Context: an optimization exercise on an open-source flow, tuned for small area, a short achievable clock period and few clock cycles per item. The choices shown serve that exercise and are no tape-out recipe.
At most, simulation tests tie the RTL to the original design; equivalence was not proved.
Function not checked in run 5: the RTL went through the layout flow alone.
Power and IR drop assume default switching activity.

===== design/flow/design.v =====
`default_nettype none
package bmem_pkg;
    localparam int WORD_BITS = 32;
    localparam int BEAT_BITS = 64;
    localparam int LINE_BITS = 256;
    localparam int BEATS_PER_LINE = LINE_BITS / BEAT_BITS;
    localparam int WORDS_PER_LINE = LINE_BITS / WORD_BITS;
    localparam int OFFSET_BITS = $clog2(LINE_BITS / 8);
    typedef union packed {
        logic [BEATS_PER_LINE-1:0][BEAT_BITS-1:0] beats;
        logic [WORDS_PER_LINE-1:0][WORD_BITS-1:0] words;
    } line_t;
endpackage
`default_nettype wire
`default_nettype none
module bmem_bridge
#(
    parameter int ADDR_W = 32
) (
    input  wire logic                 clk,
    input  wire logic                 rst,
    input  wire logic                 fetch_req_i,
    input  wire logic [ADDR_W-1:0]    fetch_addr_i,
    output logic                      fetch_resp_o,
    output logic      [bmem_pkg::WORD_BITS-1:0] fetch_word_o,
    input  wire logic                 dline_read_i,
    input  wire logic                 dline_write_i,
    input  wire logic [ADDR_W-1:0]    dline_addr_i,
    input  wire logic [bmem_pkg::LINE_BITS-1:0] dline_wdata_i,
    output logic                      dline_resp_o,
    output logic      [bmem_pkg::LINE_BITS-1:0] dline_rdata_o,
    output logic      [ADDR_W-1:0]    bmem_addr_o,
    output logic                      bmem_read_o,
    output logic                      bmem_write_o,
    output logic      [bmem_pkg::BEAT_BITS-1:0] bmem_wdata_o,
    input  wire logic                 bmem_ready_i,
    input  wire logic [bmem_pkg::BEAT_BITS-1:0] bmem_rdata_i,
    input  wire logic                 bmem_rvalid_i
);
    localparam int OFF   = bmem_pkg::OFFSET_BITS;
    localparam int TAG_W = ADDR_W - OFF;
    logic [3:0][63:0]   buf_q;
    logic [TAG_W-1:0]   tag_q;
    logic               iv_q;        
    logic               rd_busy;
    logic               rd_data_q;   
    logic [3:0]         st_q;        
    logic [3:0]         arr_q;
    logic               wr_act_q;
    logic [3:0]         wsel_q;
    logic               rlock_q;
    logic               rlock_data_q;
    logic               f_match;
    logic [3:0]         f_ok;
    logic [63:0]        f_beat;
    logic [31:0]        f_buf_word;
    logic [31:0]        f_bus_word;
    assign rd_busy = |arr_q;
    assign f_match = iv_q && (tag_q == fetch_addr_i[ADDR_W-1:OFF]);
    assign f_ok    = st_q | (arr_q & {4{bmem_rvalid_i}});
    assign f_beat     = buf_q[fetch_addr_i[4:3]];
    assign f_buf_word = fetch_addr_i[2] ? f_beat[63:32] : f_beat[31:0];
    assign f_bus_word = fetch_addr_i[2] ? bmem_rdata_i[63:32] : bmem_rdata_i[31:0];
    assign fetch_resp_o = fetch_req_i && f_match && f_ok[fetch_addr_i[4:3]];
    assign fetch_word_o = st_q[fetch_addr_i[4:3]] ? f_buf_word : f_bus_word;
    logic               f_miss;
    logic               d_pend;
    logic               g_fetch;
    logic               g_dread;
    logic               g_write;
    logic               a_data;
    assign f_miss  = fetch_req_i && !f_match;
    assign d_pend  = dline_read_i || dline_write_i;
    assign g_write = !rd_busy && (wr_act_q || (!rlock_q && dline_write_i));
    assign g_dread = !rd_busy && !wr_act_q && (rlock_q ? rlock_data_q : dline_read_i);
    assign g_fetch = !rd_busy && !wr_act_q && (rlock_q ? !rlock_data_q : (!d_pend && f_miss));
    assign a_data  = d_pend && !(rlock_q && !rlock_data_q);
    assign bmem_read_o  = g_fetch || g_dread;
    assign bmem_write_o = g_write;
    assign bmem_addr_o  = {(a_data ? dline_addr_i[ADDR_W-1:OFF] : fetch_addr_i[ADDR_W-1:OFF]), {OFF{1'b0}}};
    always_comb begin
        bmem_wdata_o = '0;
        for (int k = 0; k < 4; k++) begin
            bmem_wdata_o = bmem_wdata_o | (dline_wdata_i[64*k +: 64] & {64{wsel_q[k]}});
        end
    end
    logic               last_rbeat;
    logic               last_wbeat;
    assign last_rbeat = arr_q[3] && bmem_rvalid_i;
    assign last_wbeat = wsel_q[3] && bmem_ready_i;
    assign dline_resp_o  = (last_rbeat && rd_data_q) || last_wbeat;
    assign dline_rdata_o = {bmem_rdata_i, buf_q[2], buf_q[1], buf_q[0]};
    always_ff @(posedge clk) begin
        if (rst) begin
            iv_q      <= 1'b0;
            rd_data_q <= 1'b0;
            wr_act_q  <= 1'b0;
            wsel_q    <= 4'd1;
            rlock_q   <= 1'b0;
            rlock_data_q <= 1'b0;
            st_q      <= 4'd0;
            arr_q     <= 4'd0;
        end else begin
            if (bmem_read_o) begin
                rlock_q      <= !bmem_ready_i;
                rlock_data_q <= g_dread;
                if (bmem_ready_i) begin
                    rd_data_q <= g_dread;
                    iv_q      <= 1'b1;
                    st_q      <= 4'd0;
                    arr_q     <= 4'd1;
                end
            end
            if (bmem_rvalid_i) begin
                st_q   <= st_q | arr_q;
                arr_q  <= {arr_q[2:0], 1'b0};
            end
            if (g_write) begin
                wr_act_q <= !last_wbeat;
                if (bmem_ready_i) begin
                    wsel_q <= {wsel_q[2:0], wsel_q[3]};
                end
                if (tag_q == dline_addr_i[ADDR_W-1:OFF]) begin
                    iv_q <= 1'b0;
                end
            end
        end
    end
    always_ff @(posedge clk) begin
        if (bmem_read_o && bmem_ready_i) begin
            tag_q <= bmem_addr_o[ADDR_W-1:OFF];
        end
        for (int k = 0; k < 4; k++) begin
            if (bmem_rvalid_i && arr_q[k]) begin
                buf_q[k] <= bmem_rdata_i;
            end
        end
    end
endmodule
`default_nettype wire

===== design/flow/flow/run.sh =====
#!/bin/bash
# Standard layout, with the smallest buffer on every input and output port.
set -euo pipefail
export BUFFER_PORTS_ARGS="-buffer_cell sky130_fd_sc_hd__buf_1"
bash standard.sh > standard_flow.log 2>&1

===== design/flow/standard.sh =====
#!/bin/bash
# synth_recipe.tcl (not shown) runs the flow's synth.tcl, then flattens the netlist and writes it again
# the make line also repeats each setting of config.mk as NAME=value (left out here)
make -C /OpenROAD-flow-scripts/flow DESIGN_CONFIG=/design/flow/config.mk WORK_HOME=/design/flow/orfs CLKGATE_MAP_FILE= SYNTH_SCRIPT=/design/flow/synth_recipe.tcl "${@:-finish}"

===== design/flow/config.mk =====
export PLATFORM = sky130hd
export DESIGN_NAME = bmem_bridge
export DESIGN_NICKNAME = bmem_bridge
export VERILOG_FILES = /design/flow/design.v
export SDC_FILE = /design/flow/constraint.sdc
export NUM_CORES = 4
export LEC_CHECK = 0
export CAP_MARGIN = 20
export CORE_AREA = 5 5 225 225
export DIE_AREA = 0 0 230 230
export SETUP_SLACK_MARGIN = 2.0
export SLEW_MARGIN = 20

===== design/flow/constraint.sdc =====
create_clock -name core_clock -period 5.0 [get_ports {clk}]
set_input_delay 1.0000 -clock core_clock [delete_from_list [all_inputs] [get_ports {clk}]]
set_output_delay 1.0000 -clock core_clock [all_outputs]
set_load 0.01 [all_outputs]

==> out/qor.csv, run 1 <==
stage,metric,value,unit
place,# port buffers,766,
layout,number of fill cells,4566,
power_and_ir_drop,Pint,0.00470,W
critical_path,Required @ worst endpoint,4.00,ns
logic_synthesis,average size of a mapped cell,14.5,µm²
layout,final net count,2050,
timing,final setup vio count,0,
floorplanning,Initial Util,33.2,%
timing,final hold vios,0,
timing,Final Skew,0.0375,ns
grt,largest net degree at the start of global routing,65,
power_and_ir_drop,switching part of the total,26.9,%
power_and_ir_drop,Clk pwr share,37.0,%
logic_synthesis,"Async S/R FF share, synth",0,%
power_and_ir_drop,P_leak,6.77,nW
critical_path,crit path DAT,2.57,ns
power_and_ir_drop,switching pwr,0.00173,W
logic_synthesis,"EDFF count, synth",283,
power_and_ir_drop,maximum VDD drop,219,µV
clock_network,CTS sink count,300,
floorplanning,Core ar.,47800,µm²
power_and_ir_drop,power per cell area,316,nW/µm²
floorplanning,die area,52900,µm²
timing,Setup TNS,0,ns
route,Vias,12700,
layout,layout cells sized above 1,20.9,%
route,final wirelength,83000,µm
grt,vias in the first global route,12400,
floorplanning,Die X,230,µm
place,dpl ws,0.835,ns
timing,FMAX,0.280,GHz
timing,RSZ-0062 raised after global routing,true,
timing,setup slack after layout,1.43,ns
critical_path,crit path kind,in2out,
timing,Period minus WS final,3.57,ns
logic_synthesis,Post-synth top flop,edfxtp_1,
route,initial detailed-routing violation count,1369,
timing,Max Slew Vio Count,0,
clock_network,Clock Tree Root,clkbuf_16,
timing,Slew HR,27.1,%
run_status,status,finished clean,
clock_network,"Reg clk slew, reported paths",0.06,ns
flow_run,number of max-cap violations,0,
logic_synthesis,Seq cells post-synth,300,
critical_path,CP Capture Type,primary output,
timing,fin crit share,71.5,%
route,drt wl/cell,35.7,µm
route,Residual DRC,0,
floorplanning,Vert. Die Dim,230,µm
layout,Area Overhead vs Synth,28.2,%
logic_synthesis,"Cell Area, Synth",15900,µm²
route,ANT nets after route,0,
floorplanning,Top Ports,779,
clock_network,worst skew pair latency,0.55,ns
logic_synthesis,register area share after synthesis,55.7,%
clock_network,H-tree depth,2,
logic_synthesis,Ys Warns,1,
route,DRT Pass-1 Iters,5,
grt,GR Overflow Total,0,
power_and_ir_drop,combinational power share,18.6,%
timing,worst-margin pin slew,1.09,ns
worst_hold_path,hold crit path type,reg2reg,
grt,first-pass GRT wire length,107000,µm
grt,total track usage,29.6,%
grt,initial antenna violation count,67,
clock_network,CTS tree,built,
logic_synthesis,synth unique cells,49,
clock_network,Clock Tree Buf Depth,3,
place,gpl congestion,1.12,
place,HPWL after DPL,62600,µm
clock_network,CTS Buf Count,34,
floorplanning,site row count,80,
power_and_ir_drop,sequential share of power,44.4,%
critical_path,"setup slack, reg-to-reg",2.59,ns
logic_synthesis,Mapped Cells,1092,
route,Vias per Instance,5.45,
critical_path,CP max FO,6,
critical_path,Critical Path Source Type,input port,
cells in the mapped netlist (8+ instances only):
master | count | share of area, %
nor4_1 | 13 | 0.51
nand2_1 | 73 | 1.7
buf_2 | 10 | 0.32
clkbuf_1 | 38 | 0.90
mux4_2 | 98 | 14
xnor2_1 | 16 | 0.88
a22oi_1 | 128 | 6.1
mux2_2 | 27 | 1.9
edfxtp_1 | 283 | 54
nor2_1 | 14 | 0.33
xor2_1 | 38 | 2.1
buf_4 | 262 | 12
dfxtp_1 | 17 | 2.1
a21oi_1 | 8 | 0.25
state kept, by name (all words and copies together), names as in the netlist:
register / cells
rlock_q: 1
arr_q: 4
buf_q: 256
rd_data_q: 1
wr_act_q: 1
rlock_data_q: 1
st_q: 4
wsel_q: 4
iv_q: 1
tag_q: 27
worst max-delay path, cell delays in order:
cell       delay (ns)
clkbuf_16        0.15
buf_12           0.13
clkbuf_16        0.16
mux4_2           0.50
mux4_2           0.48
buf_6            0.14
final timing paths:
path	startpoint	endpoint	cells after the start
hold / removal	wr_act_q$_SDFFE_PP0P_	wr_act_q$_SDFFE_PP0P_	2
setup reg to reg	tag_q[13]$_DFFE_PP_	tag_q[23]$_DFFE_PP_	6
hold reg to reg	wr_act_q$_SDFFE_PP0P_	wr_act_q$_SDFFE_PP0P_	2
setup / recovery	fetch_addr_i[3]	fetch_word_o[23]	6
power by group through the flow:
stage          sequential [W]  clock (W)  combinational, W
6_report              0.00285    0.00238           0.00120
5_1_grt               0.00286    0.00253           0.00126
4_1_cts               0.00286    0.00242           0.00111
3_5_place_dp          0.00291          0          0.000949
3_3_place_gp          0.00290          0          0.000945
2_1_floorplan         0.00288          0          0.000558
cells in the final DEF, fill, tap and decap left out, types with 14 or more instances in the layout:
master / count
buf_4: 37
nand2_1: 73
clkbuf_2: 15
xor2_1: 31
clkbuf_16: 38
buf_1: 697
a22oi_1: 125
edfxtp_1: 283
mux4_2: 98
xnor2_1: 14
mux2_4: 27
diode_2: 32
buf_16: 16
buf_6: 47
metal layers:
layer	part of all wire [%]	GRT usage, %	vias to the layer above
met5	0.099	0	-
met4	5.2	14.3	14
met3	11	9.08	166
met2	47	46.4	933
met1	37	37.4	6427
li1	-	-	5153
stage by stage:
stage	utilization, %	std cells	power (W)	area (µm²)	hold WS, ns
after CTS	41.4	2276	0.00639	19800	0.548
after floorplan	-	1096	0.00344	16100	0.456
final	42.5	2328	0.00643	20300	0.561
after detailed placement	36.8	2181	0.00385	17600	0.490
after global routing	42.4	2317	0.00664	20300	0.578
after global placement	36.8	2181	0.00385	17600	0.481
timing repair:
item,4_1_cts,5_1_grt
gates cloned,16,3
pin swaps,13,6
gates resized for setup,151,92
setup endpoints to repair,126,65
hold buffers,0,0
buffers inserted,21,17
logic make-up (layout without fill, tap and decap cells):
group | Yosys count | count (layout) | synth area share, %
flip-flops | 300 | 300 | 55.7
AND/OR/NAND/NOR | 138 | 140 | 4.27
buffers and inverters | 318 | 900 | 13.8
multiplexers | 126 | 127 | 15.9
other | 1 | 37 | 0.0236
XOR/XNOR | 54 | 54 | 2.98
AO/OA/AOI/OAI | 155 | 155 | 7.31
final cells by class:
| class | count | area, µm² | share of cell area (%) |
|---|---|---|---|
| Sequential cell | 300 | 8860 | 43.6 |
| Multi-Input combinational cell | 481 | 5180 | 25.5 |
| Timing Repair Buffer | 839 | 4380 | 21.6 |
| Clock buffer | 48 | 933 | 4.59 |
| Tap cell | 615 | 769 | 3.78 |
| Clock inverter | 10 | 114 | 0.560 |
| Antenna cell | 32 | 80.1 | 0.394 |
| Inverter | 3 | 11.3 | 0.0554 |
Testbench counts, summed over its fixed seeds: cycles 6,209, items 2,640.
==> run 2, diff against run 1 <==
==> design/flow/flow/run.sh (replaced) <==
#!/bin/bash
# Standard layout, with the smallest buffer on every input and output port,
# and without the slow wide OR/NOR cells in synthesis and repair.
set -euo pipefail
export BUFFER_PORTS_ARGS="-buffer_cell sky130_fd_sc_hd__buf_1"
export DONT_USE_CELLS="sky130_fd_sc_hd__or3_1 sky130_fd_sc_hd__or3_2 sky130_fd_sc_hd__or3_4 sky130_fd_sc_hd__or3b_1 sky130_fd_sc_hd__or3b_2 sky130_fd_sc_hd__or3b_4 sky130_fd_sc_hd__or4_1 sky130_fd_sc_hd__or4_2 sky130_fd_sc_hd__or4_4 sky130_fd_sc_hd__or4b_1 sky130_fd_sc_hd__or4b_2 sky130_fd_sc_hd__or4b_4 sky130_fd_sc_hd__or4bb_1 sky130_fd_sc_hd__or4bb_2 sky130_fd_sc_hd__or4bb_4 sky130_fd_sc_hd__nor4_1 sky130_fd_sc_hd__nor4_2 sky130_fd_sc_hd__nor4_4 sky130_fd_sc_hd__nor4b_1 sky130_fd_sc_hd__nor4b_2 sky130_fd_sc_hd__nor4b_4 sky130_fd_sc_hd__nor4bb_1 sky130_fd_sc_hd__nor4bb_2 sky130_fd_sc_hd__nor4bb_4"
bash standard.sh > standard_flow.log 2>&1
==> out/qor.csv, run 2 <==
stage,metric,value,unit
run_status,status,finished clean,
critical_path,Max stage delay on crit path,0.50,ns
place,dpl ws,0.835,ns
grt,largest net degree at the start of global routing,65,
critical_path,Required @ worst endpoint,4.00,ns
timing,Slew HR,27.1,%
place,HPWL after DPL,62600,µm
logic_synthesis,list of most frequent post-synthesis cells,"283 x edfxtp_1, 262 x buf_4, 128 x a22oi_1, 98 x mux4_2, 73 x nand2_1",
grt,total track usage,29.6,%
logic_synthesis,Post-synth top flop,edfxtp_1,
floorplanning,Die X,230,µm
power_and_ir_drop,maximum VDD drop,219,µV
power_and_ir_drop,switching part of the total,26.9,%
power_and_ir_drop,Pint,0.00470,W
route,final wirelength,83000,µm
layout,number of fill cells,4566,
place,Placed Cells,2181,
power_and_ir_drop,power per cell area,316,nW/µm²
layout,max FFs per register,256,
clock_network,Clock Tree Root,clkbuf_16,
clock_network,worst skew pair latency,0.55,ns
timing,fin crit share,71.5,%
power_and_ir_drop,combinational power share,18.6,%
critical_path,CP max FO,6,
logic_synthesis,Mapped Cells,1092,
timing,Final Skew,0.0375,ns
layout,fin util,42.5,%
grt,GRT met1 Usage,37.4,%
route,drt wl/cell,35.7,µm
logic_synthesis,Ys Warns,1,
logic_synthesis,most common cell in the netlist,edfxtp_1,
timing,FMAX,0.280,GHz
floorplanning,site row count,80,
layout,final net count,2050,
route,DRT Pass-1 Iters,5,
route,Vias,12700,
logic_synthesis,synth unique cells,49,
route,Vias per Instance,5.45,
grt,vias in the first global route,12400,
logic_synthesis,"Async S/R FF share, synth",0,%
place,# port buffers,766,
layout,largest registers,"buf_q x256, tag_q x27",
logic_synthesis,largest area contributor in the netlist,edfxtp_1,
power_and_ir_drop,Clk pwr share,37.0,%
critical_path,crit path DAT,2.57,ns
floorplanning,Top Ports,779,
logic_synthesis,largest cells by area after synthesis,"edfxtp_1 54%, mux4_2 14%, buf_4 12%",
critical_path,Bufs and invs on worst path,4,
grt,met2 Use GR,46.4,%
layout,Area Overhead vs Synth,28.2,%
timing,final setup vio count,0,
logic_synthesis,average size of a mapped cell,14.5,µm²
clock_network,CTS Buf Count,34,
critical_path,Critical Path Source Type,input port,
layout,"most common cell after layout, fill and taps aside",buf_1,
power_and_ir_drop,sequential share of power,44.4,%
clock_network,H-tree depth,2,
power_and_ir_drop,switching pwr,0.00173,W
route,Residual DRC,0,
place,gpl congestion,1.12,
critical_path,critical-path cell list,clkbuf_16 -> buf_12 -> clkbuf_16 -> mux4_2 -> mux4_2 -> buf_6,
grt,GR Overflow Total,0,
timing,worst-margin pin slew,1.09,ns
layout,Seq. cell area,8860,µm²
critical_path,crit path kind,in2out,
route,ANT nets after route,0,
floorplanning,die area,52900,µm²
clock_network,CTS tree,built,
timing,Max Slew Vio Count,0,
power_and_ir_drop,P_leak,6.77,nW
clock_network,"Reg clk slew, reported paths",0.06,ns
logic_synthesis,"EDFF count, synth",283,
grt,initial antenna violation count,67,
layout,Biggest register,buf_q,
layout,multi-input logic area,5180,µm²
flow_run,number of max-cap violations,0,
logic_synthesis,"Cell Area, Synth",15900,µm²
timing,Setup TNS,0,ns
floorplanning,Initial Util,33.2,%
logic_synthesis,Seq cells post-synth,300,
clock_network,CTS sink count,300,
logic_synthesis,share of the synthesized area in the top cell type,53.6,%
route,initial detailed-routing violation count,1369,
timing,setup slack after layout,1.43,ns
layout,most frequent cells in the layout,"697 x buf_1, 283 x edfxtp_1, 125 x a22oi_1",
worst_hold_path,worst hold start,wr_act_q$_SDFFE_PP0P_,
timing,Period minus WS final,3.57,ns
grt,busiest grt layer,met2,
logic_synthesis,register area share after synthesis,55.7,%
critical_path,Critical R2R Launch,tag_q[13]$_DFFE_PP_,
worst_hold_path,hold crit path type,reg2reg,
critical_path,CP Capture Type,primary output,
grt,first-pass GRT wire length,107000,µm
layout,Finished Layout Cells,2328,
critical_path,"CP delay by family, top",multiplexers,
timing,final hold vios,0,
clock_network,Clock Tree Buf Depth,3,
critical_path,CP Launch Point,fetch_addr_i[3],
floorplanning,Core ar.,47800,µm²
floorplanning,Vert. Die Dim,230,µm
timing,RSZ-0062 raised after global routing,true,
grt,met3 Track Usage GR,9.08,%
layout,layout cells sized above 1,20.9,%
critical_path,"Max stage delay cell, worst path",mux4_2,
[run 2: cell counts after synthesis]
No cell type changed its count.
[run 2: stage by stage]
stage	hold WS (ns)	power (W)	instance area [µm²]
after floorplan	0.456	0.00344	16100
after global placement	0.481	0.00385	17600
after detailed placement	0.490	0.00385	17600
after CTS	0.548	0.00639	19800
after global routing	0.578	0.00664	20300
final	0.561	0.00643	20300
[run 2: layout make-up]
cell class                 count  area share (%)
sequential                   300            43.6
multi-input combinational    481            25.5
timing repair buffer         839            21.6
clock buffer                  48            4.59
tap                          615            3.78
clock inverter                10           0.560
antenna                       32           0.394
inverter                       3          0.0554
[run 2: worst min-delay path: cells and delay by family (launching register included)]
family / cells / cell delay [ns]
AO/OA/AOI/OAI: 1 / 0.06
AND/OR/NAND/NOR: 1 / 0.11
flip-flops: 1 / 0.34
[run 2: per-layer routing]
layer	vias up	part of all wire [%]
met1	6427	37
met4	14	5.2
li1	5153	-
met2	933	47
met3	166	11
met5	-	0.099
[run 2: worst paths after layout]
kind,slack [ns],endpoint,depth (start not counted)
setup / recovery,1.43,fetch_word_o[23],6
hold / removal,0.56,wr_act_q$_SDFFE_PP0P_,2
setup reg to reg,2.59,tag_q[23]$_DFFE_PP_,6
hold reg to reg,0.56,wr_act_q$_SDFFE_PP0P_,2
[run 2: power groups by stage]
stage	clock network (W)	registers (W)	logic, W
after floorplan	0	0.00288	0.000558
after detailed placement	0	0.00291	0.000949
after global placement	0	0.00290	0.000945
after global routing	0.00253	0.00286	0.00126
final	0.00238	0.00285	0.00120
after CTS	0.00242	0.00286	0.00111
[run 2: logic make-up after synthesis]
group           Yosys count  synth area share, %
compound gates          155                 7.31
xor+xnor                 54                 2.98
buf+inv                 318                 13.8
flops                   300                 55.7
mux                     126                 15.9
other cells               1               0.0236
simple gates            138                 4.27
[run 2: what timing repair did]
action	4_1_cts	5_1_grt
endpoints found under the hold margin	0	0
cloned	16	3
pin swaps	13	6
setup buffers	21	17
hold buffers	0	0
setup endpoints to repair	126	65
resized for setup	151	92
==> run 3, diff against run 2 <==
--- a/design/flow/design.v
+++ b/design/flow/design.v
@@ -58,5 +58,5 @@
     assign rd_busy = |arr_q;
     assign f_match = iv_q && (tag_q == fetch_addr_i[ADDR_W-1:OFF]);
-    assign f_ok    = st_q | (arr_q & {4{bmem_rvalid_i}});
+    assign f_ok    = st_q | (arr_q & {4{bmem_rvalid_i && !rd_data_q}});
     assign f_beat     = buf_q[fetch_addr_i[4:3]];
     assign f_buf_word = fetch_addr_i[2] ? f_beat[63:32] : f_beat[31:0];
@@ -70,10 +70,14 @@
     logic               g_write;
     logic               a_data;
-    assign f_miss  = fetch_req_i && !f_match;
+    logic               fmiss_q;
+    logic [5:0]         dwait_q;
+    logic               d_rd_ok;
+    assign f_miss  = fetch_req_i && !(f_match && st_q[fetch_addr_i[4:3]]);
+    assign d_rd_ok = !fetch_req_i || f_miss || (fetch_addr_i[4:3] == 2'd3) || (dwait_q == 6'h3f);
     assign d_pend  = dline_read_i || dline_write_i;
-    assign g_write = !rd_busy && (wr_act_q || (!rlock_q && dline_write_i));
-    assign g_dread = !rd_busy && !wr_act_q && (rlock_q ? rlock_data_q : dline_read_i);
-    assign g_fetch = !rd_busy && !wr_act_q && (rlock_q ? !rlock_data_q : (!d_pend && f_miss));
-    assign a_data  = d_pend && !(rlock_q && !rlock_data_q);
+    assign g_fetch = !rd_busy && !wr_act_q && (rlock_q ? !rlock_data_q : (f_miss && (fmiss_q || !d_pend)));
+    assign g_write = !rd_busy && (wr_act_q || (!rlock_q && dline_write_i && !fmiss_q));
+    assign g_dread = !rd_busy && !wr_act_q && (rlock_q ? rlock_data_q : (dline_read_i && !fmiss_q && d_rd_ok));
+    assign a_data  = (d_pend && !fmiss_q && !rlock_q) || wr_act_q || (rlock_q && rlock_data_q);
     assign bmem_read_o  = g_fetch || g_dread;
     assign bmem_write_o = g_write;
@@ -101,5 +105,14 @@
             st_q      <= 4'd0;
             arr_q     <= 4'd0;
+            fmiss_q   <= 1'b0;
+            dwait_q   <= 6'd0;
         end else begin
+            fmiss_q   <= (f_miss && !fetch_resp_o && !(g_fetch && bmem_ready_i)) ||
+                         (fetch_resp_o && fetch_addr_i[4:3] == 2'd3);
+            if (!dline_read_i || g_dread) begin
+                dwait_q <= 6'd0;
+            end else if (dwait_q != 6'h3f) begin
+                dwait_q <= dwait_q + 6'd1;
+            end
             if (bmem_read_o) begin
                 rlock_q      <= !bmem_ready_i;
@@ -107,11 +120,11 @@
                 if (bmem_ready_i) begin
                     rd_data_q <= g_dread;
-                    iv_q      <= 1'b1;
-                    st_q      <= 4'd0;
+                    iv_q      <= g_dread ? iv_q : 1'b1;
+                    st_q      <= g_dread ? (st_q & 4'b1000) : 4'd0;
                     arr_q     <= 4'd1;
                 end
             end
             if (bmem_rvalid_i) begin
-                st_q   <= st_q | arr_q;
+                st_q   <= rd_data_q ? st_q : (st_q | arr_q);
                 arr_q  <= {arr_q[2:0], 1'b0};
             end
@@ -128,9 +141,9 @@
     end
     always_ff @(posedge clk) begin
-        if (bmem_read_o && bmem_ready_i) begin
+        if (g_fetch && bmem_ready_i) begin
             tag_q <= bmem_addr_o[ADDR_W-1:OFF];
         end
         for (int k = 0; k < 4; k++) begin
-            if (bmem_rvalid_i && arr_q[k]) begin
+            if (bmem_rvalid_i && arr_q[k] && !(rd_data_q && k == 3)) begin
                 buf_q[k] <= bmem_rdata_i;
             end
==> design/flow/flow/run.sh (replaced) <==
#!/bin/bash
# Standard layout, with the smallest buffer on every input and output port.
set -euo pipefail
export BUFFER_PORTS_ARGS="-buffer_cell sky130_fd_sc_hd__buf_1"
bash standard.sh > standard_flow.log 2>&1
==> out/qor.csv, run 3 <==
stage,metric,value,unit
grt,total track usage,26.0,%
logic_synthesis,"Async S/R FF share, synth",0,%
floorplanning,die area,52900,µm²
critical_path,critical-path cell list,buf_4 -> xnor2_4 -> nand4_1 -> nor4_4 -> buf_4 -> nand3_4 -> o41ai_4 -> nand2b_4 -> buf_6,
clock_network,CTS tree,built,
place,gpl congestion,0.999,
grt,first-pass GRT wire length,97700,µm
grt,GR Overflow Total,0,
logic_synthesis,average size of a mapped cell,14.4,µm²
critical_path,Critical Path Source Type,input port,
clock_network,CTS sink count,307,
place,# port buffers,766,
worst_hold_path,Hold Path Cell Cnt,2,
logic_synthesis,synth unique cells,54,
layout,most frequent cells in the layout,"692 x buf_1, 283 x edfxtp_1, 122 x a22oi_1",
place,"Cell Area, Placed",17900,µm²
logic_synthesis,largest cells by area after synthesis,"edfxtp_1 52%, mux4_2 14%, buf_4 12%",
flow_run,number of max-cap violations,0,
layout,final net count,2060,
power_and_ir_drop,Clk pwr share,34.7,%
logic_synthesis,"EDFF count, synth",283,
power_and_ir_drop,switching part of the total,27.9,%
layout,Biggest register,buf_q,
critical_path,R2R cell count,5,
worst_hold_path,worst hold start,st_q[0]$_SDFFE_PP0P_,
floorplanning,site row count,80,
logic_synthesis,Post-synth top flop,edfxtp_1,
timing,Max Slew Vio Count,0,
logic_synthesis,list of most frequent post-synthesis cells,"283 x edfxtp_1, 262 x buf_4, 129 x a22oi_1, 98 x mux4_2, 71 x nand2_1",
power_and_ir_drop,P_leak,6.59,nW
floorplanning,Die X,230,µm
timing,RSZ-0062 raised after global routing,true,
logic_synthesis,Seq cells post-synth,307,
logic_synthesis,share of the synthesized area in the top cell type,52.3,%
route,drt wl/cell,31.6,µm
critical_path,Critical R2R Launch,arr_q[1]$_SDFFE_PP0P_,
timing,final hold vios,0,
logic_synthesis,register area share after synthesis,55.3,%
logic_synthesis,"Cell Area, Synth",16200,µm²
logic_synthesis,most common cell in the netlist,edfxtp_1,
route,Vias,12600,
clock_network,hold_buf cts,0,
critical_path,"Max stage delay cell, worst path",o41ai_4,
clock_network,Clock Tree Root,clkbuf_16,
power_and_ir_drop,power per cell area,324,nW/µm²
power_and_ir_drop,Total Power,0.00653,W
layout,"most common cell after layout, fill and taps aside",buf_1,
critical_path,CP max FO,3,
timing,Period minus WS final,3.61,ns
timing,fin crit share,72.2,%
route,Residual DRC,0,
power_and_ir_drop,Pint,0.00471,W
worst_hold_path,Worst Hold End,st_q[0]$_SDFFE_PP0P_,
power_and_ir_drop,sequential share of power,44.8,%
grt,initial antenna violation count,45,
critical_path,CP Capture Type,primary output,
logic_synthesis,Ys Warns,1,
critical_path,Max stage delay on crit path,0.30,ns
grt,vias in the first global route,12500,
power_and_ir_drop,switching pwr,0.00182,W
place,HPWL after DPL,58100,µm
floorplanning,Core ar.,47800,µm²
layout,number of fill cells,4514,
clock_network,"Reg clk slew, reported paths",0.05,ns
clock_network,worst skew pair latency,0.54,ns
floorplanning,Vert. Die Dim,230,µm
run_status,status,finished clean,
layout,post-route cell area,20200,µm²
logic_synthesis,largest area contributor in the netlist,edfxtp_1,
critical_path,crit path kind,in2out,
timing,Setup TNS,0,ns
timing,FMAX,0.277,GHz
critical_path,crit path DAT,2.61,ns
route,final wirelength,73800,µm
critical_path,"setup slack, reg-to-reg",2.32,ns
critical_path,"most used cell, CP",buf_4,
route,Vias per Instance,5.39,
layout,layout cells sized above 1,19.7,%
floorplanning,Initial Util,33.9,%
layout,largest registers,"buf_q x256, tag_q x27, dwait_q x6",
power_and_ir_drop,combinational power share,20.5,%
grt,largest net degree at the start of global routing,65,
layout,max FFs per register,256,
logic_synthesis,Mapped Cells,1131,
timing,worst-margin pin slew,1.04,ns
route,ANT nets after route,0,
worst_hold_path,hold crit path type,reg2reg,
clock_network,CTS Buf Count,34,
floorplanning,Top Ports,779,
power_and_ir_drop,maximum VDD drop,241,µV
critical_path,Required @ worst endpoint,4.00,ns
timing,final setup vio count,0,
route,initial detailed-routing violation count,1241,
critical_path,reg-to-reg endpoint,tag_q[26]$_DFFE_PN_,
route,DRT Pass-1 Iters,7,
clock_network,Clock Tree Buf Depth,3,
layout,Area Overhead vs Synth,24.2,%
timing,Slew HR,30.4,%
layout,fin util,42.2,%
clock_network,H-tree depth,2,
critical_path,CP Launch Point,fetch_addr_i[25],
timing,Final Skew,0.0158,ns
## run 3: per-stage QoR
step           setup slack [ns]  hold slack, ns  instances
3_3_place_gp              0.976           0.511       2216
4_1_cts                    1.43           0.516       2299
3_5_place_dp              0.964           0.509       2216
6_report                   1.39           0.552       2339
2_1_floorplan              1.59           0.477       1135
5_1_grt                    1.33           0.588       2331
## run 3: power by group through the flow
stage	Combinational (W)	Clock [W]	Sequential, W
2_1_floorplan	0.000639	0	0.00295
3_3_place_gp	0.00107	0	0.00298
3_5_place_dp	0.00108	0	0.00298
4_1_cts	0.00128	0.00230	0.00292
5_1_grt	0.00140	0.00243	0.00293
6_report	0.00134	0.00226	0.00292
## run 3: critical path, delay by kind of cell
| kind | cells | cell delay [ns] |
|---|---|---|
| simple gates | 4 | 0.67 |
| compound gates | 1 | 0.30 |
| buf+inv | 3 | 0.45 |
| xor+xnor | 1 | 0.19 |
## run 3: kinds of logic (layout without fill, tap and decap cells)
logic type | count (synthesis) | in the layout | share of synthesized area (%)
AOI/OAI and AO/OA | 170 | 170 | 7.82
xor gates and xnor gates | 56 | 56 | 3.02
adders and majority gates | 1 | 1 | 0.0770
buffers and inverters | 327 | 884 | 13.7
DFF | 307 | 307 | 55.3
muxes | 126 | 126 | 15.5
other | 1 | 37 | 0.0231
and+or+nand+nor | 143 | 143 | 4.52
## run 3: worst max-delay path by stage
stage / endpoint / slack [ns] / cells past startpoint
finish: bmem_read_o / 1.39 / 9
global route: bmem_read_o / 1.33 / 8
CTS: bmem_read_o / 1.43 / 9
detailed placement: fetch_word_o[18] / 0.96 / 5
global placement: fetch_word_o[18] / 0.98 / 5
floorplan: fetch_resp_o / 1.59 / 5
## run 3: timing repair
| item | 4_1_cts | 5_1_grt |
|---|---|---|
| setup endpoints to repair | 124 | 68 |
| cloned | 8 | 2 |
| resized for setup | 170 | 73 |
| buffers inserted | 15 | 6 |
| pin swaps | 7 | 5 |
## run 3: cell type report
| class | count | area, µm² | share of cell area [%] |
|---|---|---|---|
| diodes | 32 | 80.1 | 0.397 |
| multi-input cells | 501 | 5320 | 26.4 |
| well taps | 615 | 769 | 3.81 |
| inverters | 7 | 28.8 | 0.143 |
| flip-flops and latches | 307 | 8990 | 44.6 |
| clock buffers | 43 | 885 | 4.38 |
| repair buffers | 817 | 4000 | 19.8 |
| clock inverters | 17 | 96.3 | 0.478 |
## run 3: routing by layer
layer / share of wire (%) / global-route usage, %
met4: 4.5 / 12.7
met1: 35 / 29.9
met3: 10 / 8.82
met2: 50 / 43.8
met5: 0.16 / 0
Testbench counts of run 3, summed over its fixed seeds: cycles 5,809, items 2,640.
==> run 4, diff against run 3 <==
==> design/flow/flow/run.sh (replaced) <==
#!/bin/bash
# Standard layout, with the smallest buffer on every input and output port,
# and without the slow wide OR/NOR cells (on top of the platform's don't-use
# list) in synthesis and repair.
set -euo pipefail
export BUFFER_PORTS_ARGS="-buffer_cell sky130_fd_sc_hd__buf_1"
PLATFORM_DONT_USE="sky130_fd_sc_hd__probe_p_8 sky130_fd_sc_hd__probec_p_8 sky130_fd_sc_hd__lpflow_bleeder_1 sky130_fd_sc_hd__lpflow_clkbufkapwr_1 sky130_fd_sc_hd__lpflow_clkbufkapwr_16 sky130_fd_sc_hd__lpflow_clkbufkapwr_2 sky130_fd_sc_hd__lpflow_clkbufkapwr_4 sky130_fd_sc_hd__lpflow_clkbufkapwr_8 sky130_fd_sc_hd__lpflow_clkinvkapwr_1 sky130_fd_sc_hd__lpflow_clkinvkapwr_16 sky130_fd_sc_hd__lpflow_clkinvkapwr_2 sky130_fd_sc_hd__lpflow_clkinvkapwr_4 sky130_fd_sc_hd__lpflow_clkinvkapwr_8 sky130_fd_sc_hd__lpflow_decapkapwr_12 sky130_fd_sc_hd__lpflow_decapkapwr_3 sky130_fd_sc_hd__lpflow_decapkapwr_4 sky130_fd_sc_hd__lpflow_decapkapwr_6 sky130_fd_sc_hd__lpflow_decapkapwr_8 sky130_fd_sc_hd__lpflow_inputiso0n_1 sky130_fd_sc_hd__lpflow_inputiso0p_1 sky130_fd_sc_hd__lpflow_inputiso1n_1 sky130_fd_sc_hd__lpflow_inputiso1p_1 sky130_fd_sc_hd__lpflow_inputisolatch_1 sky130_fd_sc_hd__lpflow_isobufsrc_1 sky130_fd_sc_hd__lpflow_isobufsrc_16 sky130_fd_sc_hd__lpflow_isobufsrc_2 sky130_fd_sc_hd__lpflow_isobufsrc_4 sky130_fd_sc_hd__lpflow_isobufsrc_8 sky130_fd_sc_hd__lpflow_isobufsrckapwr_16 sky130_fd_sc_hd__lpflow_lsbuf_lh_hl_isowell_tap_1 sky130_fd_sc_hd__lpflow_lsbuf_lh_hl_isowell_tap_2 sky130_fd_sc_hd__lpflow_lsbuf_lh_hl_isowell_tap_4 sky130_fd_sc_hd__lpflow_lsbuf_lh_isowell_4 sky130_fd_sc_hd__lpflow_lsbuf_lh_isowell_tap_1 sky130_fd_sc_hd__lpflow_lsbuf_lh_isowell_tap_2 sky130_fd_sc_hd__lpflow_lsbuf_lh_isowell_tap_4 sky130_fd_sc_hd__fill_1 sky130_fd_sc_hd__fill_2 sky130_fd_sc_hd__fill_4 sky130_fd_sc_hd__fill_8 "
SLOW="sky130_fd_sc_hd__mux4_1 sky130_fd_sc_hd__mux4_2 sky130_fd_sc_hd__mux4_4 sky130_fd_sc_hd__or3_1 sky130_fd_sc_hd__or3_2 sky130_fd_sc_hd__or3_4 sky130_fd_sc_hd__or3b_1 sky130_fd_sc_hd__or3b_2 sky130_fd_sc_hd__or3b_4 sky130_fd_sc_hd__or4_1 sky130_fd_sc_hd__or4_2 sky130_fd_sc_hd__or4_4 sky130_fd_sc_hd__or4b_1 sky130_fd_sc_hd__or4b_2 sky130_fd_sc_hd__or4b_4 sky130_fd_sc_hd__or4bb_1 sky130_fd_sc_hd__or4bb_2 sky130_fd_sc_hd__or4bb_4 sky130_fd_sc_hd__nor4_1 sky130_fd_sc_hd__nor4_2 sky130_fd_sc_hd__nor4_4 sky130_fd_sc_hd__nor4b_1 sky130_fd_sc_hd__nor4b_2 sky130_fd_sc_hd__nor4b_4 sky130_fd_sc_hd__nor4bb_1 sky130_fd_sc_hd__nor4bb_2 sky130_fd_sc_hd__nor4bb_4"
bash standard.sh "DONT_USE_CELLS=$PLATFORM_DONT_USE $SLOW" finish > standard_flow.log 2>&1
==> out/qor.csv, run 4 <==
stage,metric,value,unit
floorplanning,Die X,230,µm
place,"Cell Area, Placed",18600,µm²
timing,Max Slew Vio Count,0,
grt,busiest grt layer,met2,
logic_synthesis,register area share after synthesis,53.5,%
route,ANT nets after route,0,
layout,max FFs per register,256,
clock_network,Clock Tree Buf Depth,3,
critical_path,crit path DAT,2.58,ns
critical_path,R2R cell count,7,
route,final wirelength,95900,µm
route,initial detailed-routing violation count,1558,
power_and_ir_drop,sequential share of power,41.2,%
critical_path,Critical Path Source Type,input port,
logic_synthesis,"Async S/R FF share, synth",0,%
layout,largest registers,"buf_q x256, tag_q x27, dwait_q x6",
flow_run,number of max-cap violations,0,
critical_path,"setup slack, reg-to-reg",2.42,ns
grt,GRT met1 Usage,43.9,%
worst_hold_path,Worst Hold End,rlock_data_q$_SDFFE_PP0P_,
logic_synthesis,share of the synthesized area in the top cell type,50.7,%
logic_synthesis,Post-synth top flop,edfxtp_1,
floorplanning,Vert. Die Dim,230,µm
logic_synthesis,Seq cells post-synth,307,
power_and_ir_drop,switching part of the total,28.9,%
logic_synthesis,"EDFF count, synth",283,
power_and_ir_drop,Pint,0.00506,W
clock_network,Clock Tree Root,clkbuf_16,
power_and_ir_drop,switching pwr,0.00206,W
clock_network,worst skew pair latency,0.56,ns
clock_network,H-tree depth,2,
critical_path,Critical R2R Launch,tag_q[5]$_DFFE_PN_,
layout,"most common cell after layout, fill and taps aside",buf_1,
timing,final hold vios,0,
layout,Biggest register,buf_q,
critical_path,Required @ worst endpoint,4.00,ns
timing,RSZ-0062 raised after global routing,true,
route,Vias,15100,
critical_path,CP max FO,7,
logic_synthesis,Mapped Cells,1424,
worst_hold_path,worst hold start,rlock_data_q$_SDFFE_PP0P_,
timing,Final Skew,0.0241,ns
timing,Setup TNS,0,ns
floorplanning,site row count,80,
grt,total track usage,34.2,%
critical_path,CP Capture Type,primary output,
logic_synthesis,list of most frequent post-synthesis cells,"283 x edfxtp_1, 266 x buf_4, 162 x a211oi_1, 128 x a22oi_1, 84 x a21oi_1",
grt,GR Overflow Total,0,
logic_synthesis,average size of a mapped cell,11.8,µm²
floorplanning,Initial Util,35.1,%
clock_network,CTS tree,built,
floorplanning,die area,52900,µm²
layout,layout cells sized above 1,22.5,%
logic_synthesis,synth unique cells,52,
clock_network,CTS Buf Count,37,
power_and_ir_drop,maximum VDD drop,323,µV
critical_path,"most used cell, CP",a211oi_2,
route,Residual DRC,0,
power_and_ir_drop,Total Power,0.00712,W
timing,fin crit share,71.6,%
critical_path,Bufs and invs on worst path,3,
layout,Area Overhead vs Synth,32.9,%
grt,largest net degree at the start of global routing,66,
power_and_ir_drop,combinational power share,21.0,%
logic_synthesis,Ys Warns,1,
critical_path,Max stage delay on crit path,0.39,ns
logic_synthesis,largest area contributor in the netlist,edfxtp_1,
clock_network,hold_buf cts,0,
critical_path,CP Depth,8,
logic_synthesis,largest cells by area after synthesis,"edfxtp_1 51%, buf_4 12%, a211oi_1 7.3%",
worst_hold_path,hold crit path type,reg2reg,
worst_hold_path,Hold Path Cell Cnt,2,
power_and_ir_drop,Clk pwr share,37.8,%
floorplanning,Core ar.,47800,µm²
logic_synthesis,"Cell Area, Synth",16800,µm²
timing,FMAX,0.279,GHz
place,# port buffers,766,
place,gpl congestion,1.08,
power_and_ir_drop,P_leak,7.42,nW
critical_path,reg-to-reg endpoint,tag_q[1]$_DFFE_PN_,
critical_path,crit path kind,in2out,
timing,worst-margin pin slew,0.919,ns
floorplanning,Top Ports,779,
clock_network,CTS sink count,307,
layout,final net count,2352,
route,DRT Pass-1 Iters,7,
grt,vias in the first global route,14500,
route,drt wl/cell,36.4,µm
place,HPWL after DPL,71700,µm
run_status,status,finished clean,
grt,first-pass GRT wire length,125000,µm
layout,most frequent cells in the layout,"684 x buf_1, 283 x edfxtp_1, 127 x a22oi_1",
timing,final setup vio count,0,
route,Vias per Instance,5.73,
clock_network,"Reg clk slew, reported paths",0.05,ns
power_and_ir_drop,power per cell area,320,nW/µm²
layout,post-route cell area,22300,µm²
critical_path,critical-path cell list,clkbuf_16 -> mux2i_4 -> mux2_4 -> buf_16 -> a211oi_2 -> a211oi_2 -> a21oi_2 -> buf_2,
critical_path,"Max stage delay cell, worst path",mux2_4,
grt,met2 Use GR,54.0,%
critical_path,"CP delay by family, top",multiplexers,
timing,Period minus WS final,3.58,ns
grt,initial antenna violation count,72,
logic_synthesis,most common cell in the netlist,edfxtp_1,
grt,met3 Track Usage GR,8.88,%
timing,Slew HR,38.7,%
==> run 4: cell count changes in the layout (fill, tap and decap cells not counted), sizes merged, moves of 6 or more <==
cell | before | now
a211oi | 1 | 163
mux4 | 98 | 0
a21oi | 17 | 86
mux2i | 0 | 68
nor2b | 1 | 66
buf | 789 | 826
clkbuf | 71 | 58
nor4 | 7 | 0
xnor2 | 47 | 54
xor2 | 9 | 2
nand2 | 71 | 77
==> run 4: cell families after synthesis <==
family / Yosys count / synth area share [%]
adders and majority gates: 1 / 0.0746
other: 1 / 0.0224
xor gates and xnor gates: 56 / 2.92
DFF: 307 / 53.5
buffers and inverters: 357 / 14.1
and+or+nand+nor: 209 / 6.54
muxes: 96 / 5.94
AOI/OAI and AO/OA: 397 / 16.9
==> run 4: power groups by stage <==
stage | combinational [W] | sequential, W | clock (W)
finish | 0.00149 | 0.00293 | 0.00269
global route | 0.00155 | 0.00294 | 0.00283
CTS | 0.00143 | 0.00293 | 0.00272
detailed placement | 0.00112 | 0.00299 | 0
global placement | 0.00111 | 0.00299 | 0
floorplan | 0.000660 | 0.00295 | 0
==> run 4: what timing repair did <==
item	CTS	global route
gates cloned	22	3
setup buffers	21	10
hold endpoints to repair	0	0
endpoints found under the setup margin	153	62
pin swaps	24	29
gates resized for setup	319	58
==> run 4: final cells by class <==
class,count,area [µm²]
flip-flops and latches,307,8990
repair buffers,841,4490
inverters,4,15.0
diodes,31,77.6
clock inverters,21,234
multi-input cells,769,6750
clock buffers,46,960
fillers,4540,25600
well taps,615,769
==> run 4: layer usage <==
metal | wire (µm) | vias to the layer above
met2 | 44700 | 1025
met4 | 5050 | 22
li1 | - | 6270
met5 | 124 | -
met1 | 36900 | 7539
met3 | 9190 | 233
==> run 4: worst min-delay path: stages, from the launching register on <==
cell	delay [ns]
dfxtp_1	0.33
nand2_1	0.07
a21oi_1	0.06
==> run 4: worst max-delay path by stage <==
stage / from / endpoint / slack, ns
floorplan: fetch_addr_i[3] / fetch_word_o[21] / 1.79
global route: fetch_addr_i[4] / fetch_word_o[22] / 1.39
global placement: fetch_addr_i[3] / fetch_word_o[27] / 0.84
detailed placement: fetch_addr_i[4] / fetch_word_o[27] / 0.84
CTS: fetch_addr_i[4] / fetch_word_o[22] / 1.43
finish: fetch_addr_i[4] / fetch_word_o[31] / 1.42
==> run 4: through the flow <==
stage | utilization (%) | hold slack (ns) | instances | setup WS, ns
2_1_floorplan | - | 0.450 | 1428 | 1.79
3_3_place_gp | 38.9 | 0.466 | 2480 | 0.839
3_5_place_dp | 38.9 | 0.473 | 2480 | 0.837
4_1_cts | 45.6 | 0.495 | 2590 | 1.43
5_1_grt | 46.5 | 0.509 | 2623 | 1.39
6_report | 46.6 | 0.508 | 2634 | 1.42
==> run 5, diff against run 4 <==
--- a/design/flow/design.v
+++ b/design/flow/design.v
@@ -58,10 +58,10 @@
     assign rd_busy = |arr_q;
     assign f_match = iv_q && (tag_q == fetch_addr_i[ADDR_W-1:OFF]);
-    assign f_ok    = st_q | (arr_q & {4{bmem_rvalid_i && !rd_data_q}});
+    assign f_ok    = st_q;
     assign f_beat     = buf_q[fetch_addr_i[4:3]];
     assign f_buf_word = fetch_addr_i[2] ? f_beat[63:32] : f_beat[31:0];
     assign f_bus_word = fetch_addr_i[2] ? bmem_rdata_i[63:32] : bmem_rdata_i[31:0];
     assign fetch_resp_o = fetch_req_i && f_match && f_ok[fetch_addr_i[4:3]];
-    assign fetch_word_o = st_q[fetch_addr_i[4:3]] ? f_buf_word : f_bus_word;
+    assign fetch_word_o = f_buf_word;
     logic               f_miss;
     logic               d_pend;
==> design/flow/flow/run.sh (replaced) <==
#!/bin/bash
# Standard layout, with the smallest buffer on every input and output port,
# and without the slow wide OR/NOR cells (on top of the platform's don't-use
# list) in synthesis and repair.
set -euo pipefail
export BUFFER_PORTS_ARGS="-buffer_cell sky130_fd_sc_hd__buf_1"
PLATFORM_DONT_USE="sky130_fd_sc_hd__probe_p_8 sky130_fd_sc_hd__probec_p_8 sky130_fd_sc_hd__lpflow_bleeder_1 sky130_fd_sc_hd__lpflow_clkbufkapwr_1 sky130_fd_sc_hd__lpflow_clkbufkapwr_16 sky130_fd_sc_hd__lpflow_clkbufkapwr_2 sky130_fd_sc_hd__lpflow_clkbufkapwr_4 sky130_fd_sc_hd__lpflow_clkbufkapwr_8 sky130_fd_sc_hd__lpflow_clkinvkapwr_1 sky130_fd_sc_hd__lpflow_clkinvkapwr_16 sky130_fd_sc_hd__lpflow_clkinvkapwr_2 sky130_fd_sc_hd__lpflow_clkinvkapwr_4 sky130_fd_sc_hd__lpflow_clkinvkapwr_8 sky130_fd_sc_hd__lpflow_decapkapwr_12 sky130_fd_sc_hd__lpflow_decapkapwr_3 sky130_fd_sc_hd__lpflow_decapkapwr_4 sky130_fd_sc_hd__lpflow_decapkapwr_6 sky130_fd_sc_hd__lpflow_decapkapwr_8 sky130_fd_sc_hd__lpflow_inputiso0n_1 sky130_fd_sc_hd__lpflow_inputiso0p_1 sky130_fd_sc_hd__lpflow_inputiso1n_1 sky130_fd_sc_hd__lpflow_inputiso1p_1 sky130_fd_sc_hd__lpflow_inputisolatch_1 sky130_fd_sc_hd__lpflow_isobufsrc_1 sky130_fd_sc_hd__lpflow_isobufsrc_16 sky130_fd_sc_hd__lpflow_isobufsrc_2 sky130_fd_sc_hd__lpflow_isobufsrc_4 sky130_fd_sc_hd__lpflow_isobufsrc_8 sky130_fd_sc_hd__lpflow_isobufsrckapwr_16 sky130_fd_sc_hd__lpflow_lsbuf_lh_hl_isowell_tap_1 sky130_fd_sc_hd__lpflow_lsbuf_lh_hl_isowell_tap_2 sky130_fd_sc_hd__lpflow_lsbuf_lh_hl_isowell_tap_4 sky130_fd_sc_hd__lpflow_lsbuf_lh_isowell_4 sky130_fd_sc_hd__lpflow_lsbuf_lh_isowell_tap_1 sky130_fd_sc_hd__lpflow_lsbuf_lh_isowell_tap_2 sky130_fd_sc_hd__lpflow_lsbuf_lh_isowell_tap_4 sky130_fd_sc_hd__fill_1 sky130_fd_sc_hd__fill_2 sky130_fd_sc_hd__fill_4 sky130_fd_sc_hd__fill_8 "
SLOW="sky130_fd_sc_hd__or3_1 sky130_fd_sc_hd__or3_2 sky130_fd_sc_hd__or3_4 sky130_fd_sc_hd__or3b_1 sky130_fd_sc_hd__or3b_2 sky130_fd_sc_hd__or3b_4 sky130_fd_sc_hd__or4_1 sky130_fd_sc_hd__or4_2 sky130_fd_sc_hd__or4_4 sky130_fd_sc_hd__or4b_1 sky130_fd_sc_hd__or4b_2 sky130_fd_sc_hd__or4b_4 sky130_fd_sc_hd__or4bb_1 sky130_fd_sc_hd__or4bb_2 sky130_fd_sc_hd__or4bb_4 sky130_fd_sc_hd__nor4_1 sky130_fd_sc_hd__nor4_2 sky130_fd_sc_hd__nor4_4 sky130_fd_sc_hd__nor4b_1 sky130_fd_sc_hd__nor4b_2 sky130_fd_sc_hd__nor4b_4 sky130_fd_sc_hd__nor4bb_1 sky130_fd_sc_hd__nor4bb_2 sky130_fd_sc_hd__nor4bb_4"
bash standard.sh "DONT_USE_CELLS=$PLATFORM_DONT_USE $SLOW" finish > standard_flow.log 2>&1
==> out/qor.csv, run 5 <==
stage,metric,value,unit
logic_synthesis,Ys Warns,1,
grt,vias in the first global route,12500,
logic_synthesis,Post-synth top flop,edfxtp_1,
clock_network,"Reg clk slew, reported paths",0.06,ns
clock_network,H-tree depth,2,
place,# port buffers,766,
logic_synthesis,most common cell in the netlist,edfxtp_1,
route,Residual DRC,0,
power_and_ir_drop,Total Power,0.00703,W
critical_path,"setup slack, reg-to-reg",2.04,ns
route,Vias,13000,
critical_path,crit path kind,in2out,
timing,FMAX,0.286,GHz
logic_synthesis,share of the synthesized area in the top cell type,54.3,%
floorplanning,die area,52900,µm²
grt,first-pass GRT wire length,107000,µm
layout,max FFs per register,256,
layout,largest registers,"buf_q x256, tag_q x27, dwait_q x6",
floorplanning,Die X,230,µm
logic_synthesis,average size of a mapped cell,13.4,µm²
timing,final hold slack,0.479,ns
grt,met2 Use GR,49.0,%
timing,Final Skew,0.0270,ns
layout,layout cells sized above 1,21.3,%
floorplanning,Core ar.,47800,µm²
layout,most frequent cells in the layout,"693 x buf_1, 283 x edfxtp_1, 128 x a22oi_1",
logic_synthesis,list of most frequent post-synthesis cells,"283 x edfxtp_1, 261 x buf_4, 158 x nand2_1, 128 x a22oi_1, 65 x mux4_2",
critical_path,Required @ worst endpoint,4.00,ns
grt,initial antenna violation count,98,
critical_path,"most used cell, CP",nor2_1,
flow_run,number of max-cap violations,0,
clock_network,Clock Tree Buf Depth,3,
critical_path,reg-to-reg endpoint,tag_q[7]$_DFFE_PN_,
layout,final net count,2132,
clock_network,Clock Tree Root,clkbuf_16,
route,final wirelength,82600,µm
power_and_ir_drop,P_leak,7.00,nW
worst_hold_path,hold crit path type,reg2reg,
timing,fin crit share,70.0,%
critical_path,CP max FO,6,
clock_network,CTS tree,built,
timing,Period minus WS final,3.50,ns
grt,GR Overflow Total,0,
floorplanning,Initial Util,32.7,%
timing,RSZ-0062 raised after global routing,true,
grt,total track usage,29.5,%
layout,"most common cell after layout, fill and taps aside",buf_1,
critical_path,R2R cell count,19,
timing,final setup vio count,0,
logic_synthesis,"Cell Area, Synth",15700,µm²
logic_synthesis,largest area contributor in the netlist,edfxtp_1,
clock_network,worst skew pair latency,0.53,ns
critical_path,Critical Path Source Type,input port,
route,Vias per Instance,5.37,
floorplanning,Vert. Die Dim,230,µm
place,gpl congestion,1.03,
critical_path,"Max stage delay cell, worst path",buf_1,
logic_synthesis,Mapped Cells,1173,
critical_path,CP Capture Type,primary output,
grt,busiest grt layer,met2,
route,DRT Pass-1 Iters,5,
clock_network,CTS sink count,307,
route,drt wl/cell,34.1,µm
place,Placed Cells,2257,
timing,Setup TNS,0,ns
critical_path,critical-path cell list,buf_1 -> xnor2_1 -> nand4_1 -> nor2_1 -> and4b_4 -> a31oi_4 -> nor2_1 -> inv_1 -> buf_6,
critical_path,worst setup path endpoint,bmem_read_o,
layout,Biggest register,buf_q,
place,HPWL after DPL,65000,µm
logic_synthesis,"EDFF count, synth",283,
critical_path,CP Launch Point,fetch_addr_i[22],
floorplanning,site row count,80,
logic_synthesis,synth unique cells,40,
power_and_ir_drop,power per cell area,345,nW/µm²
layout,Finished Layout Cells,2421,
logic_synthesis,"Async S/R FF share, synth",0,%
floorplanning,Top Ports,779,
timing,worst-margin pin slew,0.978,ns
timing,Max Slew Vio Count,0,
logic_synthesis,Seq cells post-synth,307,
route,ANT nets after route,0,
critical_path,crit path DAT,2.50,ns
layout,Area Overhead vs Synth,30.3,%
grt,largest net degree at the start of global routing,54,
run_status,status,finished clean,
power_and_ir_drop,maximum VDD drop,217,µV
logic_synthesis,register area share after synthesis,57.3,%
grt,met3 Track Usage GR,7.97,%
critical_path,Max stage delay on crit path,0.35,ns
critical_path,Critical R2R Launch,rlock_q$_SDFFE_PP0P_,
route,initial detailed-routing violation count,1234,
grt,GRT met1 Usage,34.9,%
logic_synthesis,largest cells by area after synthesis,"edfxtp_1 54%, buf_4 13%, mux4_2 9.3%",
clock_network,CTS Buf Count,36,
timing,final hold vios,0,
timing,Slew HR,34.8,%
run 5: cell count changes after synthesis, sizes merged, moves of 13 or more:
cell    delta
buf       -13
a21oi     -70
nand2     +81
mux4      +65
clkbuf    -24
nor2b     -66
a211oi   -163
mux2i     -66
run 5: power by group:
group / switching, W / total (W) / leakage [nW] / internal (W)
clock: 0.00106 / 0.00241 / 0.529 / 0.00136
combinational: 0.000936 / 0.00166 / 3.72 / 0.000723
sequential: 0.0000716 / 0.00296 / 2.75 / 0.00289
run 5: worst max-delay path, delay by kind of cell:
kind            cells  cell delay, ns
simple gates        4            0.68
compound gates      1            0.10
xor+xnor            1            0.17
buf+inv             3            0.53
run 5: worst min path at each step:
| stage | start | to | slack, ns | cells after the start |
|---|---|---|---|---|
| 2_1_floorplan | iv_q$_SDFF_PP0_ | iv_q$_SDFF_PP0_ | 0.44 | 1 |
| 3_5_place_dp | iv_q$_SDFF_PP0_ | iv_q$_SDFF_PP0_ | 0.46 | 1 |
| 6_report | iv_q$_SDFF_PP0_ | iv_q$_SDFF_PP0_ | 0.48 | 1 |
| 4_1_cts | iv_q$_SDFF_PP0_ | iv_q$_SDFF_PP0_ | 0.48 | 1 |
| 5_1_grt | iv_q$_SDFF_PP0_ | iv_q$_SDFF_PP0_ | 0.50 | 1 |
| 3_3_place_gp | iv_q$_SDFF_PP0_ | iv_q$_SDFF_PP0_ | 0.46 | 1 |
run 5: metal layers:
layer  part of all wire (%)  vias up
met4                    5.4       20
met1                     36     6488
met3                    9.3      222
met5                   0.15        -
li1                       -     5327
met2                     49      943
run 5: what timing repair did:
item | CTS | global route
pin swaps | 16 | 31
gates resized for setup | 177 | 147
hold buffers | 0 | 0
buffers inserted | 38 | 12
cloned | 10 | 0
setup endpoints to repair | 126 | 72
run 5: cells by family (layout without fill, tap and decap cells):
logic type | Yosys count | after routing | synth area share [%]
xor gates and xnor gates | 57 | 57 | 3.19
DFF | 307 | 307 | 57.3
other | 1 | 47 | 0.0239
muxes | 99 | 99 | 11.8
and+or+nand+nor | 224 | 224 | 6.04
buffers and inverters | 322 | 909 | 14.0
AOI/OAI and AO/OA | 162 | 162 | 7.54
adders and majority gates | 1 | 1 | 0.0799
run 5: metrics by stage:
step / setup WS [ns] / area [µm²] / util, %
3_3_place_gp: 1.12 / 17500 / 36.5
4_1_cts: 1.49 / 19700 / 41.3
2_1_floorplan: 1.86 / 16000 / -
5_1_grt: 1.48 / 20400 / 42.6
3_5_place_dp: 1.12 / 17500 / 36.5
6_report: 1.50 / 20400 / 42.7
run 5: cell type report:
cell class              count  area [µm²]
diodes                     42         105
clock buffers              42         943
clock inverters            20         120
fillers                  4618       27400
inverters                   6        22.5
multi-input cells         548        5070
flip-flops and latches    307        8990
well taps                 615         769
repair buffers            841        4390
==> run 6, diff against run 5 <==
--- a/design/flow/design.v
+++ b/design/flow/design.v
@@ -58,10 +58,10 @@
     assign rd_busy = |arr_q;
     assign f_match = iv_q && (tag_q == fetch_addr_i[ADDR_W-1:OFF]);
-    assign f_ok    = st_q;
+    assign f_ok    = st_q | (arr_q & {4{bmem_rvalid_i && !rd_data_q}});
     assign f_beat     = buf_q[fetch_addr_i[4:3]];
     assign f_buf_word = fetch_addr_i[2] ? f_beat[63:32] : f_beat[31:0];
     assign f_bus_word = fetch_addr_i[2] ? bmem_rdata_i[63:32] : bmem_rdata_i[31:0];
     assign fetch_resp_o = fetch_req_i && f_match && f_ok[fetch_addr_i[4:3]];
-    assign fetch_word_o = f_buf_word;
+    assign fetch_word_o = st_q[fetch_addr_i[4:3]] ? f_buf_word : f_bus_word;
     logic               f_miss;
     logic               d_pend;
==> out/qor.csv, run 6 <==
stage,metric,value,unit
layout,post-route cell area,20000,µm²
grt,vias in the first global route,12200,
grt,GR Overflow Total,0,
critical_path,"setup slack, reg-to-reg",2.32,ns
grt,first-pass GRT wire length,91700,µm
logic_synthesis,largest cells by area after synthesis,"edfxtp_1 53%, mux4_2 14%, buf_4 12%",
logic_synthesis,largest area contributor in the netlist,edfxtp_1,
logic_synthesis,Mapped Cells,1125,
layout,"most common cell after layout, fill and taps aside",buf_1,
route,Vias,12400,
logic_synthesis,"Cell Area, Synth",16100,µm²
grt,total track usage,23.8,%
floorplanning,Initial Util,33.7,%
logic_synthesis,synth unique cells,48,
timing,final hold vios,0,
route,drt wl/cell,29.0,µm
critical_path,Required @ worst endpoint,4.00,ns
clock_network,Clock Tree Buf Depth,3,
floorplanning,Die X,230,µm
critical_path,Max stage delay on crit path,0.56,ns
route,ANT nets after route,0,
logic_synthesis,average size of a mapped cell,14.3,µm²
power_and_ir_drop,P_leak,6.46,nW
clock_network,worst skew pair latency,0.51,ns
timing,fin crit share,71.5,%
timing,Period minus WS final,3.58,ns
timing,FMAX,0.280,GHz
critical_path,"Max stage delay cell, worst path",mux4_2,
clock_network,Clock Tree Root,clkbuf_16,
power_and_ir_drop,power per cell area,324,nW/µm²
logic_synthesis,"EDFF count, synth",283,
timing,worst-margin pin slew,1.03,ns
layout,fin util,41.7,%
layout,most frequent cells in the layout,"715 x buf_1, 283 x edfxtp_1, 125 x a22oi_1",
logic_synthesis,register area share after synthesis,55.7,%
critical_path,"CP delay by family, top",multiplexers,
timing,Slew HR,31.3,%
critical_path,CP Depth,6,
clock_network,CTS Buf Count,35,
logic_synthesis,most common cell in the netlist,edfxtp_1,
floorplanning,Core ar.,47800,µm²
timing,Setup TNS,0,ns
floorplanning,Vert. Die Dim,230,µm
layout,Area Overhead vs Synth,23.7,%
route,Residual DRC,0,
layout,final net count,2057,
place,# port buffers,766,
clock_network,hold_buf cts,0,
critical_path,reg-to-reg endpoint,tag_q[26]$_DFFE_PN_,
critical_path,"most used cell, CP",mux4_2,
critical_path,Bufs and invs on worst path,4,
timing,Final Skew,0.0104,ns
layout,layout cells sized above 1,17.8,%
place,"Cell Area, Placed",17800,µm²
logic_synthesis,list of most frequent post-synthesis cells,"283 x edfxtp_1, 262 x buf_4, 128 x a22oi_1, 98 x mux4_2, 79 x nand2_1",
clock_network,CTS sink count,307,
logic_synthesis,Ys Warns,1,
layout,Biggest register,buf_q,
grt,initial antenna violation count,41,
critical_path,CP Capture Type,primary output,
layout,largest registers,"buf_q x256, tag_q x27, dwait_q x6",
timing,RSZ-0062 raised after global routing,true,
critical_path,critical-path cell list,clkbuf_16 -> mux4_2 -> buf_4 -> buf_12 -> mux4_2 -> buf_1,
critical_path,crit path DAT,2.58,ns
route,Vias per Instance,5.32,
clock_network,H-tree depth,2,
clock_network,"Reg clk slew, reported paths",0.06,ns
critical_path,crit path kind,in2out,
timing,final setup vio count,0,
grt,largest net degree at the start of global routing,63,
critical_path,CP Launch Point,fetch_addr_i[3],
critical_path,worst setup path endpoint,fetch_word_o[31],
flow_run,number of max-cap violations,0,
logic_synthesis,Post-synth top flop,edfxtp_1,
logic_synthesis,Seq cells post-synth,307,
clock_network,CTS tree,built,
critical_path,CP max FO,16,
logic_synthesis,share of the synthesized area in the top cell type,52.7,%
place,HPWL after DPL,52000,µm
place,gpl congestion,0.956,
power_and_ir_drop,maximum VDD drop,268,µV
logic_synthesis,"Async S/R FF share, synth",0,%
timing,Max Slew Vio Count,0,
run_status,status,finished clean,
route,DRT Pass-1 Iters,5,
route,initial detailed-routing violation count,1134,
critical_path,Critical Path Source Type,input port,
route,final wirelength,67700,µm
worst_hold_path,hold crit path type,reg2reg,
floorplanning,die area,52900,µm²
floorplanning,site row count,80,
critical_path,Critical R2R Launch,st_q[3]$_SDFFE_PP0P_,
floorplanning,Top Ports,779,
layout,max FFs per register,256,
critical_path,R2R cell count,5,
==> run 6: cell types whose count changed after synthesis, moves of 3 or more <==
cell	delta
nor3_1	-6
clkbuf_1	-3
mux2_2	-5
mux4_2	+33
and4_1	+7
o21ai_0	-3
a21oi_1	+4
nand2_1	-79
==> run 6: kinds of logic (layout without fill, tap and decap cells) <==
kind of cell,Yosys count,after routing,share of synthesized area [%]
AOI/OAI and AO/OA,170,170,7.77
xor gates and xnor gates,56,56,3.04
adders and majority gates,1,1,0.0776
buffers and inverters,321,881,13.6
DFF,307,307,55.7
muxes,126,126,15.6
other,1,32,0.0233
and+or+nand+nor,143,143,4.14
==> run 6: metal layers <==
layer,track usage (%),up-vias,routed length [µm]
li1,-,5212,-
met1,27.6,6295,23700
met2,41.2,769,34200
met3,7.08,120,6610
met4,10.2,16,3020
met5,0,-,103
==> run 6: area by class of cell <==
type / instances / area, µm²
repair buffers: 815 / 3920
inverters: 5 / 18.8
clock inverters: 12 / 63.8
clock buffers: 49 / 928
multi-input cells: 501 / 5190
flip-flops and latches: 307 / 9000
fillers: 4497 / 27900
well taps: 615 / 769
diodes: 27 / 67.6
==> run 6: worst min path at each step <==
stage / start / endpoint / slack (ns) / cells past startpoint
final: rlock_data_q$_SDFFE_PP0P_ / rlock_data_q$_SDFFE_PP0P_ / 0.51 / 2
after global routing: st_q[2]$_SDFFE_PP0P_ / st_q[2]$_SDFFE_PP0P_ / 0.55 / 2
after CTS: rlock_data_q$_SDFFE_PP0P_ / rlock_data_q$_SDFFE_PP0P_ / 0.50 / 2
after detailed placement: rlock_data_q$_SDFFE_PP0P_ / rlock_data_q$_SDFFE_PP0P_ / 0.50 / 2
after global placement: rlock_data_q$_SDFFE_PP0P_ / rlock_data_q$_SDFFE_PP0P_ / 0.48 / 2
after floorplan: rlock_data_q$_SDFFE_PP0P_ / rlock_data_q$_SDFFE_PP0P_ / 0.45 / 2
==> run 6: timing repair <==
| item | in CTS | in global routing |
|---|---|---|
| endpoints found under the setup margin | 147 | 68 |
| cloned | 9 | 2 |
| pin swaps | 7 | 2 |
| endpoints found under the hold margin | 0 | 0 |
| gates resized for setup | 174 | 17 |
| setup buffers | 14 | 8 |
==> run 6: power by group <==
group / switching, W / internal [W]
logic: 0.000699 / 0.000569
registers: 0.0000563 / 0.00287
clock network: 0.000976 / 0.00130
==> run 6: metrics by stage <==
stage / power [W] / instances / hold WS (ns) / setup slack [ns]
3_5_place_dp: 0.00400 / 2210 / 0.497 / 0.932
2_1_floorplan: 0.00358 / 1129 / 0.450 / 1.61
5_1_grt: 0.00670 / 2320 / 0.547 / 1.42
3_3_place_gp: 0.00399 / 2210 / 0.479 / 0.945
6_report: 0.00647 / 2331 / 0.511 / 1.42
4_1_cts: 0.00649 / 2294 / 0.504 / 1.47
==> run 6: tightest hold or removal path, delay by kind of cell, from the launching register on <==
kind	cells	cell delay, ns
and+or+nand+nor	1	0.06
DFF	1	0.34
AOI/OAI and AO/OA	1	0.06
Testbench counts of run 6, summed over its fixed seeds: cycles 5,809, items 2,640.

[static timing again, ports no longer ideal]
Ports are ideal in the flow. The routed layouts listed here were re-timed in OpenROAD.
Step 1, drivers: a clkbuf_16 drives clk and a buf_2 each remaining input, both assumed.
Step 2, shift: input delay + t, output delay - t, t = (earliest + latest rising clock arrival at the registers) / 2. This alone moves slack from input paths to output paths.
Slacks: no drivers / after step 1 / after step 2; pairs: no drivers / after step 1.
| run | shift t [ns] | setup WS [ns] | worst data-port slew with drivers (ns) |
|---|---|---|---|
| run 1 | 0.591 | 1.426 / 1.318 / 1.318 | 0.31 |
| run 2 | 0.591 | 1.426 / 1.318 / 1.318 | 0.31 |
| run 3 | 0.583 | 1.392 / 1.273 / 1.273 | 0.20 |
| run 4 | 0.593 | 1.418 / 1.305 / 1.305 | 0.30 |
| run 5 | 0.579 | 1.502 / 1.445 / 1.284 | 0.25 |
| run 6 | 0.560 | 1.423 / 1.250 / 1.250 | 0.28 |
After both steps setup and hold are still met in every run listed. For run 5, which loses most, drivers alone change the setup slack by -0.057 ns; drivers and shift together by -0.218 ns.
